Context: an optimization exercise on an open-source flow, tuned for small area, a short achievable clock period and few clock cycles per item. The choices shown serve that exercise and are no tape-out recipe.
Where RTL was checked, it was by simulation tests only, not by an equivalence proof against the original.
Only the layout flow was run in run 1; the RTL was not checked for function there.

==> flow/design.v (outline; a module is shown in full before it is edited, if it fits) <==
// module npu_requant: 1393 lines
// module rq_fa: 4 lines
// module rq_ha: 4 lines
// module rq_bsel: 4 lines
// module rq_xor: 3 lines
// module rq_xnor: 3 lines
// module rq_mux2i: 3 lines
// module rq_nand2: 3 lines
// module rq_nor2: 3 lines
// module rq_aoi21: 3 lines
// module rq_oai21: 3 lines
// module rq_inv: 3 lines
module npu_requant #(
  localparam int M_LEN  = 32,
  localparam int S_LEN  = 32,
  localparam int SH_LEN = 5
) (
  input  logic              clk_i,
  input  logic              rstn_i,
  input  logic              clear_i,
  input  logic [M_LEN-1:0]  acc_i,
  input  logic [S_LEN-1:0]  mult_i,
  input  logic [SH_LEN-1:0] shift_i,
  input  logic              valid_i,
  output logic              ready_o,
  output logic [M_LEN-1:0]  data_o,
  output logic              valid_o,
  input  logic              ready_i
);
  // ...
==> flow/flow/run.sh <==
#!/bin/bash
# The standard ORFS layout (standard.sh) with different repair settings:
#   SETUP_SLACK_MARGIN=5.7 "BUFFER_PORTS_ARGS=-buffer_cell sky130_fd_sc_hd__buf_1"
# All of the flow's output goes to standard.log; ORFS keeps each step's log under orfs/logs.
set -euo pipefail
bash standard.sh SETUP_SLACK_MARGIN=5.7 "BUFFER_PORTS_ARGS=-buffer_cell sky130_fd_sc_hd__buf_1" finish > standard.log 2>&1
==> flow/standard.sh <==
#!/bin/bash
# synth_recipe.tcl (not shown) runs the flow's synth.tcl, then flattens the netlist and writes it again
# the make line also repeats each setting of config.mk as NAME=value (left out here)
make -C /OpenROAD-flow-scripts/flow DESIGN_CONFIG=/design/flow/config.mk WORK_HOME=/design/flow/orfs CLKGATE_MAP_FILE= SYNTH_SCRIPT=/design/flow/synth_recipe.tcl "${@:-finish}"
==> flow/config.mk <==
export PLATFORM = sky130hd
export DESIGN_NAME = npu_requant
export DESIGN_NICKNAME = npu_requant
export VERILOG_FILES = /design/flow/design.v
export SDC_FILE = /design/flow/constraint.sdc
export NUM_CORES = 4
export LEC_CHECK = 0
export CAP_MARGIN = 5
export CORE_MARGIN = 2
export CORE_UTILIZATION = 60
export CTS_BUF_LIST = sky130_fd_sc_hd__clkbuf_8
export SETUP_SLACK_MARGIN = 5
export SLEW_MARGIN = 5
export SYNTH_HIERARCHICAL = 1
export SYNTH_MINIMUM_KEEP_SIZE = 0
==> flow/constraint.sdc <==
create_clock -name core_clock -period 10.0 [get_ports {clk_i}]
set_input_delay 2.0000 -clock core_clock [delete_from_list [all_inputs] [get_ports {clk_i}]]
set_output_delay 2.0000 -clock core_clock [all_outputs]
set_load 0.01 [all_outputs]
==> flow_summary.json, run 1 <==
{
  "cts_hold_buf": 0,
  "inv_count": 170,
  "nClkBuffers": 41,
  "core_area_sq_um": 47800,
  "reg2reg_slack_ns": 5.17,
  "signal_buffers": 421,
  "met1_usage_pct": 58.6,
  "area.sequential_sq_um": 6140,
  "drive_gt1_share_pct": 27.2,
  "synthXorXnorAreaFrac_pct": 17.3,
  "place_inst": 3321,
  "drcViolationCount": 0,
  "final_util_pct": 77.4,
  "async_flop_share_pct": 1.46,
  "clk_pin_slew_ns": 0.07,
  "grt_use_met2_pct": 64.8,
  "fmax_mhz": 207,
  "via_per_inst": 7.32,
  "wl_mm": 121,
  "multi_input_cells": 2131,
  "report.final.slew_viol_count": 0,
  "startpoint_type": "flop",
  "final_common_cell": "xor2_1",
  "wl_met1_mm": 41.0,
  "status": "finished clean",
  "synth_top_family_by_area": "adder cells",
  "r2r_start": "mult1_q[11]$_DFFE_PP_",
  "cts_tree": "done",
  "drtPass1Iterations": 12
}
==> run 2: changes to the inputs <==
--- a/flow/design.v
+++ b/flow/design.v
@@ -14,31 +14,31 @@
   output logic [M_LEN-1:0]  data_o,
   output logic              valid_o,
   input  logic              ready_i
 );
   localparam int L = 16;   
   logic en;
   assign en      = ready_i;
   assign ready_o = ready_i;
-  logic [31:0]   accn1_q;             
-  logic [31:0]   mult1_q;
-  logic [15:0]   onen1_q, twon1_q;    
-  logic [15:0]   neg1_q;              
+  logic [15:0] one_d, two_d, neg_d;
   always_comb begin
     for (int i = 0; i < 16; i++) begin
       logic y0, y1, y2;
-      y0 = (i == 0) ? 1'b0 : mult1_q[2*i-1];
-      y1 = mult1_q[2*i];
-      y2 = mult1_q[2*i+1];
-      onen1_q[i] = ~(y1 ^ y0);
-      twon1_q[i] = ~((y2 & ~y1 & ~y0) | (~y2 & y1 & y0));
-      neg1_q[i]  = y2;
+      y0 = (i == 0) ? 1'b0 : mult_i[2*i-1];
+      y1 = mult_i[2*i];
+      y2 = mult_i[2*i+1];
+      one_d[i] = y1 ^ y0;
+      two_d[i] = (y2 & ~y1 & ~y0) | (~y2 & y1 & y0);
+      neg_d[i] = y2;
     end
   end
+  logic [31:0]   accn1_q;             
+  logic [15:0]   onen1_q, twon1_q;    
+  logic [15:0]   neg1_q;              
   logic [4:0]    sh1_q, sh2_q;
   logic [63:L]   a2_q, b2_q;
   logic          cl2_q;
   logic [31:0]   data3_q;
   logic          v1_q, v2_q, v3_q;
   logic [31:0] pp [16];
   logic [15:0] ppn;
   logic [32:0] sel [16];
@@ -1361,17 +1361,19 @@
     rq_nand2 u_o (.a(sv5[j]), .b(~sat), .y(dq_d[j]));
   end
   rq_nor2 u_o31 (.a(sv5[31]), .b(sat), .y(dq_d[31]));
   assign data_o  = data3_q;
   assign valid_o = v3_q;
   always_ff @(posedge clk_i) begin
     if (en) begin
       accn1_q <= ~acc_i;
-      mult1_q <= mult_i;
+      onen1_q <= ~one_d;
+      twon1_q <= ~two_d;
+      neg1_q  <= neg_d;
       sh1_q   <= shift_i;
       a2_q    <= ta[63:L];
       b2_q    <= tb[63:L];
       cl2_q   <= cl;
       sh2_q   <= sh1_q;
       data3_q <= dq_d;
     end
   end
==> flow/flow/run.sh (replaced) <==
#!/bin/bash
# The standard ORFS layout (standard.sh) with different repair settings:
#   SETUP_SLACK_MARGIN=5.6 "BUFFER_PORTS_ARGS=-buffer_cell sky130_fd_sc_hd__buf_1" "CTS_ARGS=-sink_clustering_enable -repair_clock_nets -buf_list sky130_fd_sc_hd__clkbuf_8 -dont_use_dummy_load" RECOVER_POWER=100
# All of the flow's output goes to standard.log; ORFS keeps each step's log under orfs/logs.
set -euo pipefail
bash standard.sh SETUP_SLACK_MARGIN=5.6 "BUFFER_PORTS_ARGS=-buffer_cell sky130_fd_sc_hd__buf_1" "CTS_ARGS=-sink_clustering_enable -repair_clock_nets -buf_list sky130_fd_sc_hd__clkbuf_8 -dont_use_dummy_load" RECOVER_POWER=100 finish > standard.log 2>&1
==> flow/config.mk (replaced) <==
export PLATFORM = sky130hd
export DESIGN_NAME = npu_requant
export DESIGN_NICKNAME = npu_requant
export VERILOG_FILES = /design/flow/design.v
export SDC_FILE = /design/flow/constraint.sdc
export NUM_CORES = 4
export LEC_CHECK = 0
export CAP_MARGIN = 10
export CORE_MARGIN = 2
export CORE_UTILIZATION = 50
export CTS_BUF_LIST = sky130_fd_sc_hd__clkbuf_8
export SETUP_SLACK_MARGIN = 5
export SLEW_MARGIN = 10
export SYNTH_HIERARCHICAL = 1
export SYNTH_MINIMUM_KEEP_SIZE = 0
==> run 2 against run 1 <==
Compared with the run above: now fails the layout checks on max-capacitance violations, max-slew violations; design area fell by 13%; register-to-register slack got worse by 1.4 ns; critical endpoint is now data3_q[23]$_DFFE_PP_; synthesized cell count rose by 1.2%; sequential cell count rose by 16; largest cell class unchanged; routed wire length fell by 19%; worst setup slack got worse by 1.4 ns.
==> flow_summary.json, run 2 <==
{
  "largestRegisters": "b2_q: 48 flops, a2_q: 47 flops",
  "worst_pin_slew_ns": 3.45,
  "so_faults": "max-capacitance violations, max-slew violations",
  "hold_violations": 0,
  "fin_skew_ns": 0.0426,
  "gp_congestion": 0.884,
  "setup_viol": 0,
  "synth_edf_count": 218,
  "cp.arrival_ns": 6.72,
  "setup_tns_ns": 0,
  "reg2regPathDepth": 21,
  "hold_class": "flop to flop",
  "status": "failed layout checks",
  "wl_mm": 98.3,
  "final_cell_mix": "xor2_1, o22ai_1, fa_1",
  "synth_area_leader_cell": "fa_1",
  "num_antenna_cells": 0,
  "timing.hold.ws_ns": 0.526,
  "grt_use_total_pct": 32.2,
  "synth_cell_types": 41,
  "grt_max_degree": 70,
  "regMostFlops": "b2_q",
  "synth_area_leaders": "fa_1, edfxtp_1, xor2_1",
  "synth.most_common_cell": "xor2_1",
  "yosys-top-cells-count": "xor2_1, o22ai_1, fa_1, edfxtp_1, inv_1",
  "drtPass1Iterations": 8,
  "wl_per_cell_microns": 27.7,
  "synthCells": 2545,
  "fmax_mhz": 160,
  "path_class": "flop to flop",
  "crit_fanout": 24,
  "die_area_sq_um": 61300,
  "grt_pass1_vias": 25014,
  "endpoint_kind": "flop",
  "dp_hpwl_mm": 60.5,
  "final_common_cell": "xor2_1",
  "report.final.slew_viol_count": 152,
  "syn2layout_area_growth_pct": 9.13,
  "die_h_microns": 248,
  "rsz0062_at_grt": "yes",
  "largest_register_ffs": 48,
  "required_ns": 10.46,
  "layout.nets": 3446,
  "root_buffer": "clkbuf_8",
  "initial_core_util_pct": 50.5,
  "die_x_microns": 248,
  "synth-main-ff-cell": "edfxtp_1",
  "drcViolationCount": 0,
  "htree_levels": 2,
  "cts.sinks": 221,
  "yosysSeqAreaShare_pct": 22.3,
  "startpoint_type": "flop",
  "rows": 89,
  "cts_buffers": 41,
  "core_area_sq_um": 58800,
  "cts_max_path_buffers": 3,
  "slew_headroom_pct": -130,
  "via_per_inst": 6.62,
  "vias": 23534,
  "grt_pass1_wl_mm": 149,
  "drive_gt1_share_pct": 7.09,
  "insertion_delay_ns": 0.61,
  "ys_ff_latch": 221,
  "drt_iter0_markers": 2665,
  "antenna_found_initial": 1,
  "drv_cap": 3,
  "avgSynthCellArea_sq_um": 11.7,
  "yosysTopAreaCellShare_pct": 31.4,
  "ant_nets": 0,
  "ioPinCount": 108,
  "syn_nets": 3209,
  "fin_crit_ns": 6.26,
  "synthesis.area_sq_um": 29700,
  "hold_depth": 2,
  "cts_tree": "done",
  "clk_pin_slew_ns": 0.05,
  "portBuffers": 107,
  "async_flop_share_pct": 1.36,
  "ys_warn_count": 12,
  "timing.final.crit_share_pct": 62.6,
  "overflow": 0
}
run 2: metrics by stage:
step / std cells / cell area, sq um / setup slack, ns / util (%)
after floorplan: 2545 / 29700 / 5.48 / -
after global placement: 3509 / 31700 / 5.26 / 54.0
after detailed placement: 3509 / 31700 / 5.24 / 54.0
after CTS: 3550 / 32300 / 5.55 / 55.0
after global routing: 3553 / 32400 / 3.15 / 55.1
final: 3553 / 32400 / 3.74 / 55.1
run 2: path summary, 6_finish.rpt:
kind,start,end,slack [ns]
setup / recovery,a2_q[0]$_DFFE_PP_,data3_q[23]$_DFFE_PP_,3.74
hold / removal,v1_q$_DFFE_PN0P_,v1_q$_DFFE_PN0P_,0.53
setup reg to reg,a2_q[0]$_DFFE_PP_,data3_q[23]$_DFFE_PP_,3.74
hold reg to reg,v1_q$_DFFE_PN0P_,v1_q$_DFFE_PN0P_,0.53
max in group asynchronous,rstn_i,v1_q$_DFFE_PN0P_,8.62
min in group asynchronous,rstn_i,v3_q$_DFFE_PN0P_,1.22
run 2: logic make-up (layout without fill, tap and decap cells):
logic type | Yosys count | in the layout | share of synthesized area, %
compound gates | 617 | 617 | 13.3
buf+inv | 179 | 414 | 2.30
fa+ha+maj | 590 | 590 | 36.7
xor+xnor | 577 | 577 | 17.0
other cells | 1 | 1 | 0.0126
flops | 221 | 221 | 22.3
mux | 163 | 163 | 5.50
simple gates | 197 | 197 | 2.81
run 2: what timing repair did:
action,CTS,global route
hold buffers,0,0
setup endpoints to repair,40,47
gates resized for setup,6,33
pin swaps,0,2
cloned,0,2
buffers inserted,0,1
run 2: critical path: stages, from the launching register on:
cell and delay (ns):
edfxtp_1 0.37, ha_1 0.29, a21oi_1 0.22, inv_1 0.07, a21oi_1 0.12, o21ai_0 0.15
a21oi_1 0.46, o21ai_0 0.17, clkbuf_1 0.28, a21oi_1 0.46, o21ai_0 0.32, a21oi_1 0.35
o21ai_0 0.21, a21oi_2 0.20, xnor2_2 0.12, clkbuf_1 0.78, clkinvlp_2 0.62, mux2i_1 0.34
mux2i_1 0.13, mux2i_1 0.24, mux2i_1 0.10, nand2_1 0.12
run 2: per-module statistics from Yosys (local to each module, per instance):
module	flops+latches	cells	copies in the design	area, sq um
rq_fa	0	1	466	20.0
rq_mux2i	0	1	160	10.0
rq_inv	0	1	12	3.75
rq_nor2	0	1	12	3.75
npu_requant	221	610	1	8750
rq_nand2	0	1	57	3.75
rq_bsel	0	1	512	6.26
rq_aoi21	0	1	52	8.76
rq_xnor	0	1	38	8.76
rq_oai21	0	1	24	5.00
rq_ha	0	1	79	12.5
rq_xor	0	1	523	8.76
run 2: final cells by class:
class,instances,area (sq um)
clock buffer,41,564
multi-input combinational,2145,22400
fill,5138,26400
timing repair buffer,202,1180
inverter,170,639
timing repair inverter,1,5.00
sequential,221,6620
tap,773,967
run 2: routing by layer:
| layer | routed length, microns | global-route usage [%] | vias to the layer above |
|---|---|---|---|
| li1 | - | - | 9661 |
| met1 | 38300 | 42.9 | 11806 |
| met2 | 43100 | 48.4 | 1681 |
| met3 | 12800 | 11.1 | 384 |
| met4 | 4090 | 12.5 | 2 |
| met5 | 12 | 0 | - |
Testbench counts of run 2, summed over its fixed seeds: cycles 8,012, items 8,000.
==> run 3: changes to the inputs <==
==> flow/flow/run.sh (replaced) <==
#!/bin/bash
# The standard ORFS layout (standard.sh) with different repair settings:
#   SETUP_SLACK_MARGIN=5.8 "BUFFER_PORTS_ARGS=-buffer_cell sky130_fd_sc_hd__buf_1" "CTS_ARGS=-sink_clustering_enable -repair_clock_nets -buf_list sky130_fd_sc_hd__clkbuf_8 -dont_use_dummy_load"
# All of the flow's output goes to standard.log; ORFS keeps each step's log under orfs/logs.
set -euo pipefail
bash standard.sh SETUP_SLACK_MARGIN=5.8 "BUFFER_PORTS_ARGS=-buffer_cell sky130_fd_sc_hd__buf_1" "CTS_ARGS=-sink_clustering_enable -repair_clock_nets -buf_list sky130_fd_sc_hd__clkbuf_8 -dont_use_dummy_load" finish > standard.log 2>&1
--- a/flow/config.mk
+++ b/flow/config.mk
@@ -7,8 +7,8 @@
 export LEC_CHECK = 0
-export CAP_MARGIN = 10
+export CAP_MARGIN = 5
 export CORE_MARGIN = 2
-export CORE_UTILIZATION = 50
+export CORE_UTILIZATION = 60
 export CTS_BUF_LIST = sky130_fd_sc_hd__clkbuf_8
 export SETUP_SLACK_MARGIN = 5
-export SLEW_MARGIN = 10
+export SLEW_MARGIN = 5
 export SYNTH_HIERARCHICAL = 1
==> run 3 against run 2 <==
Compared with the run above: now clean on timing, DRC and antenna; synthesized cell count stayed put; critical path depth is 19 lower; routed wire length is 3.1% higher; core utilization is 14 points higher; die area is 16% lower; clock-buffer cell count stayed put; critical path type is now primary input to primary output; critical endpoint is now ready_o.
==> flow_summary.json, run 3 <==
{
  "wl_per_cell_microns": 29.1,
  "clk_pin_slew_ns": 0.06,
  "synth_area_leaders": "fa_1, edfxtp_1, xor2_1",
  "synth_edf_count": 218,
  "ant_nets": 0,
  "cts_buffers": 41,
  "hold_violations": 0,
  "report.final.slew_viol_count": 0,
  "drcViolationCount": 0,
  "drt_iter0_markers": 3142,
  "portBuffers": 107,
  "status": "finished clean",
  "setup_viol": 0,
  "rows": 81,
  "fin_skew_ns": 0.0646,
  "cts_max_path_buffers": 3,
  "dp_hpwl_mm": 60.1,
  "cts_tree": "done",
  "synthCells": 2545,
  "overflow": 0,
  "cp.arrival_ns": 2.23,
  "grt_use_total_pct": 39.2,
  "drv_cap": 0,
  "wl_mm": 101,
  "synth.most_common_cell": "xor2_1",
  "core_area_sq_um": 48800,
  "drive_gt1_share_pct": 12.0,
  "regMostFlops": "b2_q",
  "required_ns": 8.00,
  "grt_pass1_wl_mm": 150,
  "largest_register_ffs": 48,
  "grt_max_degree": 76,
  "synth_area_leader_cell": "fa_1",
  "syn2layout_area_growth_pct": 14.0,
  "die_h_microns": 226,
  "ys_warn_count": 12,
  "layout.nets": 3486,
  "cp.buffers_inverters": 2,
  "antenna_found_initial": 1,
  "initial_core_util_pct": 60.7,
  "cts.sinks": 221,
  "critPathSlowestCell": "clkbuf_16",
  "path_class": "primary input to primary output",
  "ioPinCount": 108,
  "timing.final.crit_share_pct": 42.3,
  "vias": 24207,
  "ys_ff_latch": 221,
  "yosysSeqAreaShare_pct": 22.3,
  "rsz0062_at_grt": "yes",
  "cpPeakStageDelay_ns": 0.12,
  "syn_nets": 3209,
  "fmax_mhz": 236,
  "setup_tns_ns": 0,
  "timing.hold.ws_ns": 0.538,
  "critPathTopFamily": "buffers and inverters",
  "root_buffer": "clkbuf_8",
  "drtPass1Iterations": 7,
  "synth-main-ff-cell": "edfxtp_1",
  "crit_fanout": 2,
  "gp_congestion": 0.875,
  "largestRegisters": "b2_q: 48 flops, a2_q: 47 flops",
  "synth_cell_types": 41,
  "via_per_inst": 6.95,
  "synthesis.area_sq_um": 29700,
  "die_area_sq_um": 51200,
  "async_flop_share_pct": 1.36,
  "endpoint_kind": "primary output",
  "insertion_delay_ns": 0.64,
  "yosysTopAreaCellShare_pct": 31.4,
  "htree_levels": 2,
  "final_common_cell": "xor2_1",
  "die_x_microns": 226,
  "slew_headroom_pct": 34.8,
  "yosys-top-cells-count": "xor2_1, o22ai_1, fa_1, edfxtp_1, inv_1",
  "cts_hold_buf": 0,
  "fin_crit_ns": 4.23,
  "avgSynthCellArea_sq_um": 11.7,
  "worst_pin_slew_ns": 0.977,
  "startpoint_type": "primary input",
  "hold_class": "flop to flop",
  "final_cell_mix": "xor2_1, o22ai_1, fa_1",
  "worstPathCellList": "clkbuf_16 > buf_6",
  "grt_pass1_vias": 25318
}
run 3: cell counts after synthesis:
Identical to the previous run, type by type.
run 3: per-module statistics from Yosys (local to each module, per instance):
module / cell area (sq um) / times used / cells inside / flip-flops and latches
rq_ha: 12.5 / 79 / 1 / 0
rq_xor: 8.76 / 523 / 1 / 0
rq_bsel: 6.26 / 512 / 1 / 0
npu_requant: 8750 / 1 / 610 / 221
rq_nand2: 3.75 / 57 / 1 / 0
rq_xnor: 8.76 / 38 / 1 / 0
rq_aoi21: 8.76 / 52 / 1 / 0
rq_inv: 3.75 / 12 / 1 / 0
rq_nor2: 3.75 / 12 / 1 / 0
rq_mux2i: 10.0 / 160 / 1 / 0
rq_fa: 20.0 / 466 / 1 / 0
rq_oai21: 5.00 / 24 / 1 / 0
run 3: logic make-up (layout without fill, tap and decap cells):
logic type | Yosys count | in the layout | synth area share (%)
AO/OA/AOI/OAI | 617 | 617 | 13.3
adder cells (fa/ha/maj) | 590 | 590 | 36.7
XOR/XNOR | 577 | 578 | 17.0
flip-flops | 221 | 221 | 22.3
AND/OR/NAND/NOR | 197 | 197 | 2.81
buffers and inverters | 179 | 453 | 2.30
multiplexers | 163 | 163 | 5.50
other | 1 | 2 | 0.0126
run 3: metrics by stage:
step	instance area, sq um	setup WS [ns]	instances	util (%)
after floorplan	29700	5.48	2545	-
after global placement	31600	5.24	3401	64.8
after detailed placement	31600	5.03	3401	64.8
after CTS	32700	5.77	3451	66.9
after global routing	33800	5.72	3484	69.2
final	33800	5.77	3485	69.3
run 3: final cells by class:
type | count | area (sq um)
multi-input cells | 2146 | 22900
repair buffers | 242 | 2250
fillers | 3704 | 15000
clock buffers | 41 | 564
flip-flops and latches | 221 | 6620
inverters | 170 | 638
diodes | 1 | 2.50
well taps | 664 | 831
run 3: final timing paths:
path                       cells past startpoint            endpoint                  start  slack [ns]
max                                            2             ready_o                ready_i        5.77
min                                            2    v1_q$_DFFE_PN0P_       v1_q$_DFFE_PN0P_        0.54
max reg2reg                                    9  b2_q[35]$_DFFE_PP_  accn1_q[26]$_DFFE_PP_        5.78
min reg2reg                                    2    v1_q$_DFFE_PN0P_       v1_q$_DFFE_PN0P_        0.54
max in group asynchronous                      1    v3_q$_DFFE_PN0P_                 rstn_i        8.65
min in group asynchronous                      1    v1_q$_DFFE_PN0P_                 rstn_i        1.19
run 3: timing repair:
action / 4_1_cts / 5_1_grt
pin swaps: 2 / 15
endpoints found under the setup margin: 55 / 57
buffers inserted: 4 / 25
gates resized for setup: 81 / 189
gates cloned: 5 / 8
run 3: per-layer routing:
metal / GRT usage, % / part of all wire (%) / up-vias
li1: - / - / 9739
met3: 11.9 / 14 / 491
met4: 19.4 / 5.6 / 0
met2: 59.6 / 44 / 1949
met1: 51.3 / 37 / 12028
met5: 0.293 / 0 / -
==> run 4: changes to the inputs <==
--- a/flow/config.mk
+++ b/flow/config.mk
@@ -15 +15,2 @@
 export SYNTH_MINIMUM_KEEP_SIZE = 0
+export TNS_END_PERCENT = 0
==> run 4 against run 3 <==
Compared with the run above: first-iteration DRC count up 3.8%; maximum frequency is 2.4% lower; sequential share of layout area grew 0.070 points; still clean on timing, DRC and antenna; global-route usage increased by 0.40 points.
==> flow_summary.json, run 4 <==
{
  "die_x_microns": 226,
  "vias": 24325,
  "antenna_found_initial": 1,
  "synth_area_leader_cell": "fa_1",
  "dp_hpwl_mm": 60.3,
  "drcViolationCount": 0,
  "htree_levels": 2,
  "drv_cap": 0,
  "critPathTopFamily": "adder cells",
  "fin_skew_ns": 0.0574,
  "timing.final.crit_share_pct": 43.4,
  "fin_area_sq_um": 33700,
  "met1_usage_pct": 52.7,
  "place_inst": 3399,
  "grtUsageMet3_pct": 12.9,
  "cts_buffers": 41,
  "setup_tns_ns": 0,
  "grt_pass1_vias": 25517,
  "cp.buffers_inverters": 0,
  "cp_common_cell": "fa_1",
  "endpoint_kind": "flop",
  "synth_cell_types": 41,
  "ant_nets": 0,
  "hold_violations": 0,
  "async_flop_share_pct": 1.36,
  "cts_tree": "done",
  "cp.arrival_ns": 4.67,
  "synth_area_leaders": "fa_1, edfxtp_1, xor2_1",
  "die_area_sq_um": 51200,
  "fin_crit_ns": 4.34,
  "drtPass1Iterations": 9,
  "path_class": "flop to flop",
  "largest_register_ffs": 48,
  "rsz0062_at_grt": "yes",
  "drt_iter0_markers": 3261,
  "syn_nets": 3209,
  "cts_max_path_buffers": 3,
  "synth.most_common_cell": "xor2_1",
  "status": "finished clean",
  "avgSynthCellArea_sq_um": 11.7,
  "syn2layout_area_growth_pct": 13.6,
  "rows": 81,
  "grt_use_met2_pct": 58.1,
  "ys_ff_latch": 221,
  "grt_max_degree": 74,
  "synth_edf_count": 218,
  "gp_congestion": 0.884,
  "crit_fanout": 7,
  "final_common_cell": "xor2_1",
  "hold_class": "flop to flop",
  "overflow": 0,
  "synthCells": 2545,
  "die_h_microns": 226,
  "final_cell_mix": "xor2_1, o22ai_1, fa_1",
  "cts.sinks": 221,
  "report.final.slew_viol_count": 0,
  "required_ns": 10.33,
  "slew_headroom_pct": 31.7,
  "grt_use_total_pct": 39.6,
  "insertion_delay_ns": 0.62,
  "startpoint_type": "flop",
  "fmax_mhz": 231,
  "ys_warn_count": 12,
  "via_per_inst": 6.98,
  "timing.hold.ws_ns": 0.537,
  "worstPathCellList": "nor2_1 > nand2_1 > nor2_4 > fa_1 > fa_1 > fa_1 > fa_1 > fa_1 > fa_1",
  "synthesis.area_sq_um": 29700,
  "grt_pass1_wl_mm": 151,
  "synth-main-ff-cell": "edfxtp_1",
  "root_buffer": "clkbuf_8",
  "critPathSlowestCell": "edfxtp_1",
  "clk_pin_slew_ns": 0.06,
  "cpPeakStageDelay_ns": 0.58,
  "regMostFlops": "b2_q",
  "final_cells": 3483,
  "final_util_pct": 69.0,
  "layout.nets": 3484,
  "drive_gt1_share_pct": 10.9,
  "yosysSeqAreaShare_pct": 22.3,
  "ioPinCount": 108,
  "busiest_layer": "met2",
  "yosysTopAreaCellShare_pct": 31.4,
  "placed_cell_area_sq_um": 31600,
  "portBuffers": 107,
  "wl_per_cell_microns": 29.1,
  "setup_viol": 0,
  "initial_core_util_pct": 60.7,
  "wl_mm": 101,
  "worst_pin_slew_ns": 1.02,
  "core_area_sq_um": 48800,
  "largestRegisters": "b2_q: 48 flops, a2_q: 47 flops",
  "yosys-top-cells-count": "xor2_1, o22ai_1, fa_1, edfxtp_1, inv_1"
}
run 4: cell counts after synthesis:
No cell type changed its count.
run 4: routing by layer:
| metal | share of wire, % | up-vias |
|---|---|---|
| met5 | 0 | - |
| met4 | 6.1 | 0 |
| met3 | 14 | 511 |
| met2 | 43 | 2059 |
| met1 | 37 | 12038 |
| li1 | - | 9717 |
run 4: final timing paths:
kind	to	slack, ns	cells past startpoint	startpoint
worst max-delay path	b2_q[37]$_DFFE_PP_	5.66	9	sh1_q[3]$_DFFE_PP_
worst min-delay path	v1_q$_DFFE_PN0P_	0.54	2	v1_q$_DFFE_PN0P_
worst max register to register	b2_q[37]$_DFFE_PP_	5.66	9	sh1_q[3]$_DFFE_PP_
max in group asynchronous	v3_q$_DFFE_PN0P_	8.67	1	rstn_i
worst min register to register	v1_q$_DFFE_PN0P_	0.54	2	v1_q$_DFFE_PN0P_
min in group asynchronous	v1_q$_DFFE_PN0P_	1.18	1	rstn_i
run 4: tightest hold or removal path, stage by stage, from the launching register on:
cell     delay [ns]
dfrtp_1        0.34
mux2i_1        0.07
nor2_1         0.08
run 4: per-module statistics from Yosys (local to each module, per instance):
module       cells  flip-flops and latches
rq_bsel          1                       0
rq_oai21         1                       0
rq_fa            1                       0
rq_mux2i         1                       0
rq_nand2         1                       0
rq_xnor          1                       0
rq_xor           1                       0
npu_requant    610                     221
rq_inv           1                       0
rq_ha            1                       0
rq_aoi21         1                       0
rq_nor2          1                       0
run 4: cell type report:
cell class / count / area, sq um
Clock buffer: 41 / 564
Tap cell: 664 / 831
Timing Repair Buffer: 241 / 2260
Sequential cell: 221 / 6620
Inverter: 170 / 642
Fill cell: 3706 / 15100
Antenna cell: 1 / 2.50
Multi-Input combinational cell: 2145 / 22800
run 4: through the flow:
stage,worst slack (ns)
finish,5.66
global route,5.69
CTS,5.76
detailed placement,5.34
global placement,5.39
floorplan,5.48
run 4: cell families after synthesis:
logic type	Yosys count	synth area share [%]
other	1	0.0126
XOR/XNOR	577	17.0
buffers and inverters	179	2.30
AND/OR/NAND/NOR	197	2.81
adder cells (fa/ha/maj)	590	36.7
flip-flops	221	22.3
AO/OA/AOI/OAI	617	13.3
multiplexers	163	5.50
run 4: what timing repair did:
action,CTS,global route
endpoints found under the setup margin,65,61
hold buffers,0,0
gates resized for setup,101,177
buffers inserted,6,26
gates cloned,1,9
pin swaps,5,29
==> run 5: changes to the inputs <==
==> flow/flow/run.sh (replaced) <==
#!/bin/bash
# The standard ORFS layout (standard.sh) with different repair settings:
#   SETUP_SLACK_MARGIN=5.7 "BUFFER_PORTS_ARGS=-buffer_cell sky130_fd_sc_hd__buf_1" "CTS_ARGS=-sink_clustering_enable -repair_clock_nets -buf_list sky130_fd_sc_hd__clkbuf_8 -dont_use_dummy_load"
# All of the flow's output goes to standard.log; ORFS keeps each step's log under orfs/logs.
set -euo pipefail
bash standard.sh SETUP_SLACK_MARGIN=5.7 "BUFFER_PORTS_ARGS=-buffer_cell sky130_fd_sc_hd__buf_1" "CTS_ARGS=-sink_clustering_enable -repair_clock_nets -buf_list sky130_fd_sc_hd__clkbuf_8 -dont_use_dummy_load" finish > standard.log 2>&1
--- a/flow/config.mk
+++ b/flow/config.mk
@@ -11,2 +11,3 @@
 export CTS_BUF_LIST = sky130_fd_sc_hd__clkbuf_8
+export GPL_TIMING_DRIVEN = 0
 export SETUP_SLACK_MARGIN = 5
@@ -15,2 +16 @@
 export SYNTH_MINIMUM_KEEP_SIZE = 0
-export TNS_END_PERCENT = 0
==> run 5 against run 4 <==
Compared with the run above: sequential cell count unchanged; routed wire length up 17%; die area unchanged; sequential share of layout area down 2.0 points; register-to-register slack worse by 0.55 ns; clock-buffer cell count up 1; largest cell class unchanged.
==> flow_summary.json, run 5 <==
{
  "die_h_microns": 226,
  "drt_iter0_markers": 4340,
  "grt_max_degree": 42,
  "worst_pin_slew_ns": 0.982,
  "setup_viol": 0,
  "status": "finished clean",
  "synthXorXnorAreaFrac_pct": 17.0,
  "met1_usage_pct": 54.5,
  "ys_warn_count": 12,
  "hold_class": "flop to flop",
  "die_x_microns": 226,
  "fin_crit_ns": 4.88,
  "busiest_layer": "met2",
  "required_ns": 10.33,
  "synth_area_leaders": "fa_1, edfxtp_1, xor2_1",
  "fin_skew_ns": 0.0398,
  "async_flop_share_pct": 1.36,
  "synthCells": 2545,
  "final_cell_mix": "xor2_1, o22ai_1, fa_1",
  "cts_tree": "done",
  "htree_levels": 2,
  "via_per_inst": 7.25,
  "yosys-top-cells-count": "xor2_1, o22ai_1, fa_1, edfxtp_1, inv_1",
  "ys_ff_latch": 221,
  "die_area_sq_um": 51200,
  "grtUsageMet3_pct": 14.1,
  "yosysSeqAreaShare_pct": 22.3,
  "cts.sinks": 221,
  "n_fill_cell": 3087,
  "regMostFlops": "b2_q",
  "synth_top_family_by_area": "adder cells",
  "synth_cell_types": 41,
  "syn_nets": 3209,
  "synth_area_leader_cell": "fa_1",
  "drtPass1Iterations": 10,
  "hold_depth": 2,
  "root_buffer": "clkbuf_8",
  "crit_fanout": 15,
  "insertion_delay_ns": 0.64,
  "clk_pin_slew_ns": 0.06,
  "r2r_start": "accn1_q[8]$_DFFE_PP_",
  "muxShareOfSynthArea_pct": 5.50,
  "final_common_cell": "xor2_1",
  "endpoint_kind": "flop",
  "setup_ws_ns": 5.12,
  "grt_pass1_vias": 27409,
  "place_inst": 3444,
  "ant_nets": 0,
  "synth-simple-area-share_pct": 2.81,
  "post-place-ws_ns": 4.32,
  "path_class": "flop to flop",
  "min_from": "v2_q$_DFFE_PN0P_",
  "vias": 26987,
  "cp.arrival_ns": 5.21,
  "overflow": 0,
  "drive_gt1_share_pct": 18.3,
  "report.final.slew_viol_count": 0,
  "avgSynthCellArea_sq_um": 11.7,
  "antenna_found_initial": 2,
  "synthesis.area_sq_um": 29700,
  "initial_core_util_pct": 60.7,
  "drv_cap": 0,
  "synth_compound_area_share_pct": 13.3,
  "timing.hold.ws_ns": 0.545,
  "synthAdderAreaFrac_pct": 36.7,
  "synth.most_common_cell": "xor2_1",
  "core_area_sq_um": 48800,
  "rows": 81,
  "wl_per_cell_microns": 31.8,
  "cts_hold_buf": 0,
  "largest_register_ffs": 48,
  "portBuffers": 107,
  "cp-startpoint": "accn1_q[8]$_DFFE_PP_",
  "cts_max_path_buffers": 3,
  "syn2layout_area_growth_pct": 26.8,
  "gp_congestion": 0.888,
  "largestRegisters": "b2_q: 48 flops, a2_q: 47 flops",
  "final_cells": 3721,
  "wl_mm": 118,
  "dp_hpwl_mm": 74.9,
  "synth_edf_count": 218,
  "reg2regPathDepth": 12,
  "slew_headroom_pct": 34.5,
  "layout.nets": 3722,
  "startpoint_type": "flop",
  "fmax_mhz": 205,
  "setup_tns_ns": 0,
  "hold_violations": 0,
  "grt_pass1_wl_mm": 164,
  "cts_buffers": 42,
  "rsz0062_at_grt": "yes",
  "grt_use_met2_pct": 65.3,
  "synth-main-ff-cell": "edfxtp_1",
  "timing.final.crit_share_pct": 48.8,
  "ioPinCount": 108,
  "yosysTopAreaCellShare_pct": 31.4,
  "grt_use_total_pct": 43.3,
  "drcViolationCount": 0
}
run 5: changes by cell type in the layout (fill, tap and decap cells not counted), sizes merged:
cell    previous run  this run
xnor2             53        54
clkbuf            52        63
bufbuf             1         0
buf              229       456
run 5: worst max-delay path: stages (launching register included):
cell	delay, ns
edfxtp_1	0.47
buf_16	0.21
o22ai_1	0.30
xor2_1	0.68
fa_1	0.59
fa_2	0.36
fa_1	0.51
fa_1	0.43
ha_1	0.30
a21o_1	0.17
a21o_1	0.19
a221oi_2	0.25
o21ai_1	0.12
run 5: cell type report:
cell class                      instances  area [sq um]  area share [%]
Clock buffer                           42           578            1.54
Sequential cell                       221          6620            17.6
Buffer                                  9          77.6           0.206
Tap cell                              664           831            2.21
Inverter                              170           642            1.71
Antenna cell                            1          2.50         0.00665
Multi-Input combinational cell       2146         22900            60.9
Timing Repair Buffer                  468          5950            15.8
run 5: kinds of logic (layout without fill, tap and decap cells):
family	after synthesis	count (layout)
other	1	2
flip-flops	221	221
AND/OR/NAND/NOR	197	197
multiplexers	163	163
adder cells (fa/ha/maj)	590	590
buffers and inverters	179	689
XOR/XNOR	577	578
AO/OA/AOI/OAI	617	617
run 5: modules after synthesis, one instance, submodules excluded, a selection:
module	cells inside	area, sq um	flops+latches	times used
rq_nand2	1	3.75	0	57
rq_xnor	1	8.76	0	38
rq_ha	1	12.5	0	79
rq_oai21	1	5.00	0	24
rq_bsel	1	6.26	0	512
npu_requant	610	8750	221	1
run 5: routing by layer:
metal  wire (microns)  vias up  part of all wire (%)
li1                 -    10219                     -
met1            39500    13083                    33
met2            51000     2745                    43
met3            17800      938                    15
met4            10000        2                   8.5
met5               13        -                 0.011
run 5: worst paths after layout:
path	endpoint	slack (ns)
max reg2reg	cl2_q$_DFFE_PP_	5.12
min reg2reg	v3_q$_DFFE_PN0P_	0.55
max in group asynchronous	v2_q$_DFFE_PN0P_	8.62
min	v3_q$_DFFE_PN0P_	0.55
max	cl2_q$_DFFE_PP_	5.12
min in group asynchronous	v1_q$_DFFE_PN0P_	1.19
run 5: what timing repair did:
action / 4_1_cts / 5_1_grt
resized for setup: 30 / 92
setup endpoints to repair: 77 / 59
pin swaps: 4 / 70
setup buffers: 125 / 104
gates cloned: 1 / 4
run 5: per-stage QoR:
| step | cell area, sq um | utilization [%] |
|---|---|---|
| finish | 37600 | 77.0 |
| global route | 37600 | 77.0 |
| CTS | 36300 | 74.3 |
| detailed placement | 34300 | 70.3 |
| global placement | 31000 | 63.4 |
| floorplan | 29700 | - |
==> run 6: changes to the inputs <==
--- a/flow/config.mk
+++ b/flow/config.mk
@@ -11,3 +11,2 @@
 export CTS_BUF_LIST = sky130_fd_sc_hd__clkbuf_8
-export GPL_TIMING_DRIVEN = 0
 export SETUP_SLACK_MARGIN = 5
@@ -16 +15,2 @@
 export SYNTH_MINIMUM_KEEP_SIZE = 0
+export TNS_END_PERCENT = 0
==> run 6 against run 5 <==
Compared with the run above: still clean on timing, DRC and antenna; die area did not move; synthesized cell count unchanged; critical endpoint is now b2_q[37]$_DFFE_PP_.
==> flow_summary.json, run 6 <==
{
  "grt_pass1_wl_mm": 150,
  "drcViolationCount": 0,
  "wl_per_cell_microns": 28.5,
  "cpPeakStageDelay_ns": 0.55,
  "grt_use_met2_pct": 57.8,
  "slew_headroom_pct": 33.0,
  "worst_pin_slew_ns": 1.00,
  "largest_register_ffs": 48,
  "cts_hold_buf": 0,
  "core_area_sq_um": 48800,
  "drive_gt1_share_pct": 8.35,
  "timing.final.crit_share_pct": 42.9,
  "initial_core_util_pct": 60.7,
  "vias": 23939,
  "setup_tns_ns": 0,
  "met1_usage_pct": 52.7,
  "die_area_sq_um": 51200,
  "required_ns": 10.34,
  "synthAdderAreaFrac_pct": 36.7,
  "rr_endpoint": "b2_q[37]$_DFFE_PP_",
  "root_buffer": "clkbuf_8",
  "synthesis.area_sq_um": 29700,
  "ys_ff_latch": 221,
  "die_h_microns": 226,
  "yosysSeqAreaShare_pct": 22.3,
  "reg2reg_slack_ns": 5.71,
  "report.final.slew_viol_count": 0,
  "ys_warn_count": 12,
  "antenna_found_initial": 1,
  "dp_hpwl_mm": 60.3,
  "path_class": "flop to flop",
  "synth-main-ff-cell": "edfxtp_1",
  "grt_pass1_vias": 25429,
  "grt_use_total_pct": 39.5,
  "largestRegisters": "b2_q: 48 flops, a2_q: 47 flops",
  "hold_depth": 2,
  "synth_area_leaders": "fa_1, edfxtp_1, xor2_1",
  "synth_edf_count": 218,
  "worstPathCellList": "buf_4 > nor2_1 > nand2_1 > nor2_1 > fa_1 > fa_1 > fa_1 > fa_1 > fa_1 > fa_1",
  "clk_pin_slew_ns": 0.06,
  "fin_crit_ns": 4.29,
  "yosysTopAreaCellShare_pct": 31.4,
  "via_per_inst": 6.93,
  "gp_congestion": 0.884,
  "drv_cap": 0,
  "syn2layout_area_growth_pct": 10.4,
  "synth_top_family_by_area": "adder cells",
  "fmax_mhz": 233,
  "rsz0062_at_grt": "yes",
  "insertion_delay_ns": 0.62,
  "critPathSlowestCell": "fa_1",
  "timing.hold.ws_ns": 0.533,
  "cp.arrival_ns": 4.63,
  "overflow": 0,
  "grtUsageMet3_pct": 13.0,
  "post-place-ws_ns": 5.34,
  "cp.depth": 10,
  "cts.sinks": 221,
  "startpoint_type": "flop",
  "status": "finished clean",
  "ant_nets": 0,
  "synth-simple-area-share_pct": 2.81,
  "synth_cell_types": 41,
  "htree_levels": 2,
  "hold_class": "flop to flop",
  "synthCells": 2545,
  "ioPinCount": 108,
  "critPathTopFamily": "adder cells",
  "synth.most_common_cell": "xor2_1",
  "r2r_start": "sh1_q[3]$_DFFE_PP_",
  "synth_area_leader_cell": "fa_1",
  "synth_compound_area_share_pct": 13.3,
  "rows": 81,
  "drt_iter0_markers": 3401,
  "crit_fanout": 5,
  "final_cell_mix": "xor2_1, o22ai_1, fa_1",
  "portBuffers": 107,
  "final_common_cell": "xor2_1",
  "setup_viol": 0,
  "cts_tree": "done",
  "synthXorXnorAreaFrac_pct": 17.0,
  "die_x_microns": 226,
  "cp-startpoint": "sh1_q[3]$_DFFE_PP_",
  "cp_common_cell": "fa_1",
  "setup_ws_ns": 5.71,
  "wl_mm": 98.5,
  "endpoint_kind": "flop",
  "async_flop_share_pct": 1.36,
  "layout.nets": 3455,
  "cp.buffers_inverters": 1,
  "yosys-top-cells-count": "xor2_1, o22ai_1, fa_1, edfxtp_1, inv_1",
  "grt_max_degree": 74,
  "avgSynthCellArea_sq_um": 11.7,
  "syn_nets": 3209,
  "hold_violations": 0,
  "regMostFlops": "b2_q",
  "fin_skew_ns": 0.0498,
  "crit_path_end": "b2_q[37]$_DFFE_PP_",
  "muxShareOfSynthArea_pct": 5.50,
  "cts_buffers": 41,
  "reg2regPathDepth": 10,
  "drtPass1Iterations": 6,
  "busiest_layer": "met2",
  "cts_max_path_buffers": 3
}
## run 6: cell counts after synthesis
No cell type changed its count.
## run 6: tightest hold or removal path, cell delays in order, from the launching register on
cell     delay (ns)
dfrtp_1        0.34
mux2i_1        0.07
nor2_1         0.08
## run 6: metal layers
metal,share of wire [%],wire length (microns),vias up
li1,-,-,9673
met1,37,36800,11902
met2,44,43200,1924
met3,13,13100,440
met4,5.4,5310,0
met5,0,0,-
## run 6: per-module statistics from Yosys, one instance, submodules excluded
module,flip-flops and latches,cell area (sq um),times used,cells inside
npu_requant,221,8750,1,610
rq_fa,0,20.0,466,1
rq_ha,0,12.5,79,1
rq_mux2i,0,10.0,160,1
rq_aoi21,0,8.76,52,1
rq_xnor,0,8.76,38,1
rq_xor,0,8.76,523,1
rq_bsel,0,6.26,512,1
rq_oai21,0,5.00,24,1
rq_inv,0,3.75,12,1
rq_nand2,0,3.75,57,1
rq_nor2,0,3.75,12,1
## run 6: layout make-up
type                       instances  area (sq um)
multi-input combinational       2145         22500
fill                            3804         16100
sequential                       221          6620
timing repair buffer             212          1580
tap                              664           831
inverter                         170           642
clock buffer                      41           564
antenna                            1          2.50
## run 6: worst min path at each step
stage | startpoint | endpoint | slack, ns
after CTS | v1_q$_DFFE_PN0P_ | v1_q$_DFFE_PN0P_ | 0.54
final | v1_q$_DFFE_PN0P_ | v1_q$_DFFE_PN0P_ | 0.53
after global routing | v1_q$_DFFE_PN0P_ | v1_q$_DFFE_PN0P_ | 0.57
after floorplan | sh1_q[4]$_DFFE_PP_ | sh2_q[4]$_DFFE_PP_ | 0.47
after global placement | v2_q$_DFFE_PN0P_ | v2_q$_DFFE_PN0P_ | 0.50
after detailed placement | v1_q$_DFFE_PN0P_ | v1_q$_DFFE_PN0P_ | 0.53
## run 6: stage by stage
step                      instance area, sq um  instances  util, %
after floorplan                          29700       2545        -
after detailed placement                 31600       3399     64.6
after CTS                                32200       3444     65.8
after global placement                   31600       3399     64.6
after global routing                     32700       3454     67.0
final                                    32700       3454     67.0
## run 6: what timing repair did
item                       CTS  global route
pin swaps                    0             2
setup buffers                4             8
setup endpoints to repair   61            64
resized for setup            3           147
gates cloned                 0             1
## run 6: cells by family after synthesis
| kind of cell | after synthesis |
|---|---|
| compound gates | 617 |
| buf+inv | 179 |
| xor+xnor | 577 |
| flops | 221 |
| simple gates | 197 |
| mux | 163 |
| fa+ha+maj | 590 |
| other cells | 1 |
==> run 7: changes to the inputs <==
--- a/flow/config.mk
+++ b/flow/config.mk
@@ -11,2 +11,3 @@
 export CTS_BUF_LIST = sky130_fd_sc_hd__clkbuf_8
+export PLACE_DENSITY = 0.75
 export SETUP_SLACK_MARGIN = 5
@@ -15,2 +16 @@
 export SYNTH_MINIMUM_KEEP_SIZE = 0
-export TNS_END_PERCENT = 0
==> run 7 against run 6 <==
Compared with the run above: global-route usage decreased by 1.5 points; critical path depth fell by 7; sequential cell count unchanged; clock-buffer cell count decreased by 1; largest cell class unchanged; highest routed layer unchanged.
==> flow_summary.json, run 7 <==
{
  "status": "finished clean",
  "hold_class": "flop to flop",
  "fin_area_sq_um": 32800,
  "final_cells": 3450,
  "die_area_sq_um": 51200,
  "rows": 81,
  "wl_per_cell_microns": 27.9,
  "overflow": 0,
  "vias": 24471,
  "ioPinCount": 108,
  "insertion_delay_ns": 0.63,
  "syn2layout_area_growth_pct": 10.7,
  "synthesis.area_sq_um": 29700,
  "post-place-ws_ns": 4.78,
  "synth_edf_count": 218,
  "synth_area_leader_cell": "fa_1",
  "rsz0062_at_grt": "yes",
  "yosys-top-cells-count": "xor2_1, o22ai_1, fa_1, edfxtp_1, inv_1",
  "hold_depth": 2,
  "required_ns": 8.00,
  "drt_iter0_markers": 3350,
  "syn_nets": 3209,
  "final_common_cell": "xor2_1",
  "placed_cell_area_sq_um": 31600,
  "largest_register_ffs": 48,
  "htree_levels": 2,
  "grt_pass1_vias": 25921,
  "slew_headroom_pct": 24.5,
  "min_from": "v2_q$_DFFE_PN0P_",
  "drcViolationCount": 0,
  "yosysSeqAreaShare_pct": 22.3,
  "fin_crit_ns": 4.35,
  "cts_buffers": 40,
  "cts.sinks": 221,
  "setup_viol": 0,
  "wl_mm": 96.2,
  "avgSynthCellArea_sq_um": 11.7,
  "cpPeakStageDelay_ns": 0.12,
  "reg2reg_slack_ns": 5.73,
  "fmax_mhz": 230,
  "ys_warn_count": 12,
  "hold_end": "v2_q$_DFFE_PN0P_",
  "yosysTopAreaCellShare_pct": 31.4,
  "path_class": "primary input to primary output",
  "hold_violations": 0,
  "setup_ws_ns": 5.65,
  "die_h_microns": 226,
  "place_inst": 3399,
  "core_area_sq_um": 48800,
  "synthCells": 2545,
  "grt_pass1_wl_mm": 146,
  "cp.arrival_ns": 2.35,
  "grt_use_total_pct": 38.0,
  "initial_core_util_pct": 60.7,
  "cts_hold_buf": 0,
  "final_cell_mix": "xor2_1, o22ai_1, fa_1",
  "gp_congestion": 0.912,
  "n_fill_cell": 3690,
  "endpoint_kind": "primary output",
  "synth_cell_types": 41,
  "clk_pin_slew_ns": 0.05,
  "ant_nets": 0,
  "ys_ff_latch": 221,
  "antenna_found_initial": 1,
  "r2r_start": "accn1_q[22]$_DFFE_PP_",
  "fin_skew_ns": 0.0449,
  "largestRegisters": "b2_q: 48 flops, a2_q: 47 flops",
  "die_x_microns": 226,
  "cts_max_path_buffers": 3,
  "startpoint_type": "primary input",
  "grt_max_degree": 84,
  "cts_tree": "done",
  "crit_fanout": 2,
  "layout.nets": 3451,
  "portBuffers": 107,
  "root_buffer": "clkbuf_8",
  "drtPass1Iterations": 7,
  "worstPathCellList": "clkbuf_16 > buf_16 > buf_6",
  "synth-main-ff-cell": "edfxtp_1",
  "worst_pin_slew_ns": 1.13,
  "synth.most_common_cell": "xor2_1",
  "async_flop_share_pct": 1.36,
  "reg2regPathDepth": 9,
  "drive_gt1_share_pct": 8.87,
  "drv_cap": 0,
  "rr_endpoint": "b2_q[38]$_DFFE_PP_",
  "report.final.slew_viol_count": 0,
  "timing.final.crit_share_pct": 43.5,
  "dp_hpwl_mm": 57.9,
  "critPathSlowestCell": "clkbuf_16",
  "regMostFlops": "b2_q",
  "via_per_inst": 7.09,
  "synth_area_leaders": "fa_1, edfxtp_1, xor2_1",
  "setup_tns_ns": 0
}
==> run 7: cell counts after synthesis <==
Identical to the previous run, type by type.
==> run 7: repair_timing <==
| item | 4_1_cts | 5_1_grt |
|---|---|---|
| endpoints found under the setup margin | 114 | 57 |
| resized for setup | 17 | 112 |
| hold endpoints to repair | 0 | 0 |
| cloned | 4 | 0 |
| buffers inserted | 2 | 4 |
| pin swaps | 1 | 3 |
==> run 7: final cells by class <==
class	count	area (sq um)	area share (%)
flip-flops and latches	221	6620	20.2
repair buffers	208	1600	4.88
clock buffers	40	551	1.68
inverters	170	642	1.96
diodes	1	2.50	0.00762
well taps	664	831	2.53
multi-input cells	2146	22600	68.8
==> run 7: Yosys stat by module (local to each module, per instance) <==
module,cell area (sq um),copies in the design,cells inside
rq_ha,12.5,79,1
rq_xor,8.76,523,1
rq_xnor,8.76,38,1
rq_inv,3.75,12,1
npu_requant,8750,1,610
rq_mux2i,10.0,160,1
rq_nor2,3.75,12,1
rq_oai21,5.00,24,1
rq_bsel,6.26,512,1
rq_fa,20.0,466,1
rq_aoi21,8.76,52,1
rq_nand2,3.75,57,1
==> run 7: kinds of logic (layout without fill, tap and decap cells) <==
group / after synthesis / after routing / share of synthesized area, %
compound gates: 617 / 617 / 13.3
fa+ha+maj: 590 / 590 / 36.7
xor+xnor: 577 / 578 / 17.0
flops: 221 / 221 / 22.3
simple gates: 197 / 197 / 2.81
buf+inv: 179 / 418 / 2.30
mux: 163 / 163 / 5.50
other cells: 1 / 2 / 0.0126
==> run 7: worst max path at each step <==
| stage | startpoint | to | slack [ns] | depth (start not counted) |
|---|---|---|---|---|
| global placement | a2_q[0]$_DFFE_PP_ | data3_q[31]$_DFFE_PP_ | 4.85 | 19 |
| CTS | ready_i | ready_o | 5.65 | 3 |
| finish | ready_i | ready_o | 5.65 | 3 |
| detailed placement | a2_q[0]$_DFFE_PP_ | data3_q[15]$_DFFE_PP_ | 4.78 | 19 |
| floorplan | accn1_q[31]$_DFFE_PP_ | b2_q[34]$_DFFE_PP_ | 5.48 | 8 |
| global route | ready_i | ready_o | 5.64 | 3 |
==> run 7: per-stage QoR <==
| step | util, % | hold WS (ns) |
|---|---|---|
| 2_1_floorplan | - | 0.474 |
| 3_3_place_gp | 64.7 | 0.503 |
| 3_5_place_dp | 64.7 | 0.527 |
| 4_1_cts | 66.3 | 0.538 |
| 5_1_grt | 67.2 | 0.576 |
| 6_report | 67.2 | 0.534 |
==> run 7: metal layers <==
| metal | vias up | wire length (microns) | GRT usage, % | part of all wire [%] |
|---|---|---|---|---|
| met1 | 11878 | 32600 | 46.6 | 34 |
| met2 | 2319 | 42500 | 58.2 | 44 |
| met3 | 607 | 14400 | 14.0 | 15 |
| met4 | 0 | 6620 | 21.4 | 6.9 |
| li1 | 9667 | - | - | - |
| met5 | - | 0 | 0 | 0 |
==> run 7: worst max-delay path, delay by kind of cell <==
family,cells,cell delay [ns]
buf+inv,3,0.35
==> run 8: changes to the inputs <==
--- a/flow/config.mk
+++ b/flow/config.mk
@@ -9,5 +9,5 @@
 export CORE_MARGIN = 2
-export CORE_UTILIZATION = 60
+export CORE_UTILIZATION = 70
 export CTS_BUF_LIST = sky130_fd_sc_hd__clkbuf_8
-export PLACE_DENSITY = 0.75
+export PLACE_DENSITY = 0.8
 export SETUP_SLACK_MARGIN = 5
==> run 8 against run 7 <==
Compared with the run above: still clean; sequential share of layout area fell by 0.18 points; via count rose by 2.5%; clock-buffer cell count did not move; first-iteration DRC count rose by 26%; synthesized cell count did not move; synthesized area did not move; core utilization rose by 12 points; maximum frequency rose by 0.82%; highest routed layer is now met5.
==> flow_summary.json, run 8 <==
{
  "die_h_microns": 210,
  "die_area_sq_um": 44000,
  "startpoint_type": "flop",
  "placed_cell_area_sq_um": 31500,
  "drcViolationCount": 0,
  "final_common_cell": "xor2_1",
  "via_per_inst": 7.49,
  "num_antenna_cells": 0,
  "worstPathCellList": "buf_12 > buf_4 > o22ai_1 > xor2_1 > fa_1 > fa_1 > fa_1 > fa_1 > fa_1 > fa_1",
  "synthesis.area_sq_um": 29700,
  "cpPeakStageDelay_ns": 0.58,
  "yosysSeqAreaShare_pct": 22.3,
  "ioPinCount": 108,
  "initial_core_util_pct": 70.9,
  "cp.arrival_ns": 4.68,
  "drive_gt1_share_pct": 10.3,
  "synth_area_leaders": "fa_1, edfxtp_1, xor2_1",
  "critPathSlowestCell": "fa_1",
  "post-place-ws_ns": 4.81,
  "largestRegisters": "b2_q: 48 flops, a2_q: 47 flops",
  "reg2regPathDepth": 10,
  "rr_endpoint": "b2_q[34]$_DFFE_PP_",
  "wl_per_cell_microns": 29.2,
  "avgSynthCellArea_sq_um": 11.7,
  "clk_pin_slew_ns": 0.06,
  "synth-main-ff-cell": "edfxtp_1",
  "status": "finished clean",
  "overflow": 0,
  "drv_cap": 0,
  "grt_use_total_pct": 43.5,
  "hold_class": "flop to flop",
  "yosys-top-cells-count": "xor2_1, o22ai_1, fa_1, edfxtp_1, inv_1",
  "fmax_mhz": 232,
  "insertion_delay_ns": 0.64,
  "grt_max_degree": 77,
  "ys_ff_latch": 221,
  "report.final.slew_viol_count": 0,
  "drtPass1Iterations": 9,
  "async_flop_share_pct": 1.36,
  "final_cells": 3349,
  "worst_pin_slew_ns": 0.965,
  "yosysTopAreaCellShare_pct": 31.4,
  "hold_end": "v3_q$_DFFE_PN0P_",
  "crit_fanout": 9,
  "synth_edf_count": 218,
  "reg2reg_slack_ns": 5.69,
  "ys_warn_count": 12,
  "setup_viol": 0,
  "antenna_found_initial": 0,
  "path_class": "flop to flop",
  "die_x_microns": 210,
  "core_area_sq_um": 41900,
  "synth.most_common_cell": "xor2_1",
  "largest_register_ffs": 48,
  "cp_common_cell": "fa_1",
  "n_fill_cell": 2582,
  "synth_area_leader_cell": "fa_1",
  "dp_hpwl_mm": 58.0,
  "root_buffer": "clkbuf_8",
  "htree_levels": 2,
  "slew_headroom_pct": 35.6,
  "layout.nets": 3476,
  "fin_crit_ns": 4.31,
  "wl_mm": 97.7,
  "fin_skew_ns": 0.0937,
  "drt_iter0_markers": 4220,
  "min_from": "v3_q$_DFFE_PN0P_",
  "r2r_start": "accn1_q[11]$_DFFE_PP_",
  "timing.final.crit_share_pct": 43.1,
  "fin_area_sq_um": 33100,
  "place_inst": 3273,
  "syn2layout_area_growth_pct": 11.6,
  "setup_tns_ns": 0,
  "grt_pass1_vias": 26152,
  "syn_nets": 3209,
  "timing.hold.ws_ns": 0.541,
  "setup_ws_ns": 5.69,
  "portBuffers": 107,
  "regMostFlops": "b2_q",
  "synthCells": 2545,
  "cts_max_path_buffers": 3,
  "rows": 75,
  "grt_pass1_wl_mm": 145,
  "hold_depth": 2,
  "cts_buffers": 40,
  "cts.sinks": 221,
  "gp_congestion": 0.947,
  "vias": 25080,
  "endpoint_kind": "flop",
  "cts_tree": "done",
  "ant_nets": 0,
  "required_ns": 10.37,
  "synth_cell_types": 41,
  "final_cell_mix": "xor2_1, o22ai_1, fa_1",
  "hold_violations": 0,
  "rsz0062_at_grt": "yes"
}
## run 8: critical path, delay by kind of cell, from the launching register on
| family | cells | cell delay (ns) |
|---|---|---|
| buf+inv | 2 | 0.39 |
| xor+xnor | 1 | 0.15 |
| flops | 1 | 0.44 |
| compound gates | 1 | 0.21 |
| fa+ha+maj | 6 | 2.86 |
## run 8: per-stage QoR
| stage | util (%) |
|---|---|
| after global routing | 79.1 |
| after floorplan | - |
| after global placement | 75.2 |
| after detailed placement | 75.2 |
| final | 79.1 |
| after CTS | 77.0 |
## run 8: what timing repair did
action / CTS / global route
hold buffers: 0 / 0
pin swaps: 1 / 11
gates cloned: 3 / 5
buffers inserted: 1 / 27
resized for setup: 39 / 146
endpoints found under the setup margin: 47 / 49
hold endpoints to repair: 0 / 0
## run 8: logic make-up (layout without fill, tap and decap cells)
logic type / Yosys count / after routing / share of synthesized area, %
AO/OA/AOI/OAI: 617 / 617 / 13.3
other: 1 / 1 / 0.0126
adder cells (fa/ha/maj): 590 / 590 / 36.7
flip-flops: 221 / 221 / 22.3
multiplexers: 163 / 163 / 5.50
AND/OR/NAND/NOR: 197 / 197 / 2.81
XOR/XNOR: 577 / 578 / 17.0
buffers and inverters: 179 / 443 / 2.30
## run 8: cell type report
cell class / instances / area [sq um] / area share [%]
timing repair buffer: 233 / 1930 / 5.83
sequential: 221 / 6620 / 20.0
multi-input combinational: 2146 / 22700 / 68.5
tap: 539 / 674 / 2.04
inverter: 170 / 642 / 1.94
clock buffer: 40 / 551 / 1.66
## run 8: modules after synthesis, one instance, submodules excluded
| module | cells | copies in the design | flip-flops and latches |
|---|---|---|---|
| npu_requant | 610 | 1 | 221 |
| rq_aoi21 | 1 | 52 | 0 |
| rq_bsel | 1 | 512 | 0 |
| rq_fa | 1 | 466 | 0 |
| rq_ha | 1 | 79 | 0 |
| rq_inv | 1 | 12 | 0 |
| rq_mux2i | 1 | 160 | 0 |
| rq_nand2 | 1 | 57 | 0 |
| rq_nor2 | 1 | 12 | 0 |
| rq_oai21 | 1 | 24 | 0 |
| rq_xnor | 1 | 38 | 0 |
| rq_xor | 1 | 523 | 0 |
## run 8: worst max-delay path by stage
stage / startpoint / end / slack, ns
CTS: sh1_q[0]$_DFFE_PP_ / b2_q[38]$_DFFE_PP_ / 5.70
global placement: a2_q[0]$_DFFE_PP_ / data3_q[31]$_DFFE_PP_ / 4.96
global route: accn1_q[10]$_DFFE_PP_ / cl2_q$_DFFE_PP_ / 5.60
finish: accn1_q[11]$_DFFE_PP_ / b2_q[34]$_DFFE_PP_ / 5.69
detailed placement: b2_q[16]$_DFFE_PP_ / data3_q[22]$_DFFE_PP_ / 4.81
floorplan: accn1_q[31]$_DFFE_PP_ / b2_q[34]$_DFFE_PP_ / 5.48
## run 8: layer usage
metal,track usage (%),share of wire [%]
met4,24.0,6.8
met5,0.111,0.091
met1,55.0,33
met3,17.5,18
met2,64.2,42

[what the ideal ports hide]
In the flow no input, the clock included, has a driving cell. The finished layouts below were timed again as built, in two steps. Step 1: set_driving_cell puts a clkbuf_16 on clk_i and a buf_2 on each other input, an assumption about the parent block. Step 2, shift: input delay + t, output delay - t, t = (earliest + latest rising clock arrival at the registers) / 2. This alone moves slack from input paths to output paths. Slacks: no drivers / after step 1 / after step 2; pairs: no drivers / after step 1.
| run | t (ns) | setup WS [ns] | worst setup path after step 2 | slew at the worst register clock pin (ns) |
|---|---|---|---|---|
| run 1 | 0.706 | 5.167 / 5.167 / 5.167 | register to register | 0.08 / 0.08 |
| run 2 | 0.647 | 3.737 / 3.737 / 3.223 | input to register | 0.06 / 0.06 |
| run 3 | 0.661 | 5.767 / 5.687 / 5.603 | input to register | 0.07 / 0.07 |
| run 4 | 0.655 | 5.664 / 5.664 / 5.664 | register to register | 0.06 / 0.06 |
| run 5 | 0.686 | 5.119 / 5.119 / 5.119 | register to register | 0.07 / 0.07 |
| run 6 | 0.660 | 5.710 / 5.668 / 5.668 | input to output | 0.06 / 0.06 |
| run 7 | 0.665 | 5.651 / 5.611 / 5.417 | input to register | 0.06 / 0.06 |
| run 8 | 0.656 | 5.686 / 5.483 / 5.483 | input to output | 0.06 / 0.06 |
The setup slack of run 2, which loses most, moves by 0.000 ns with the drivers and by -0.514 ns with both steps.
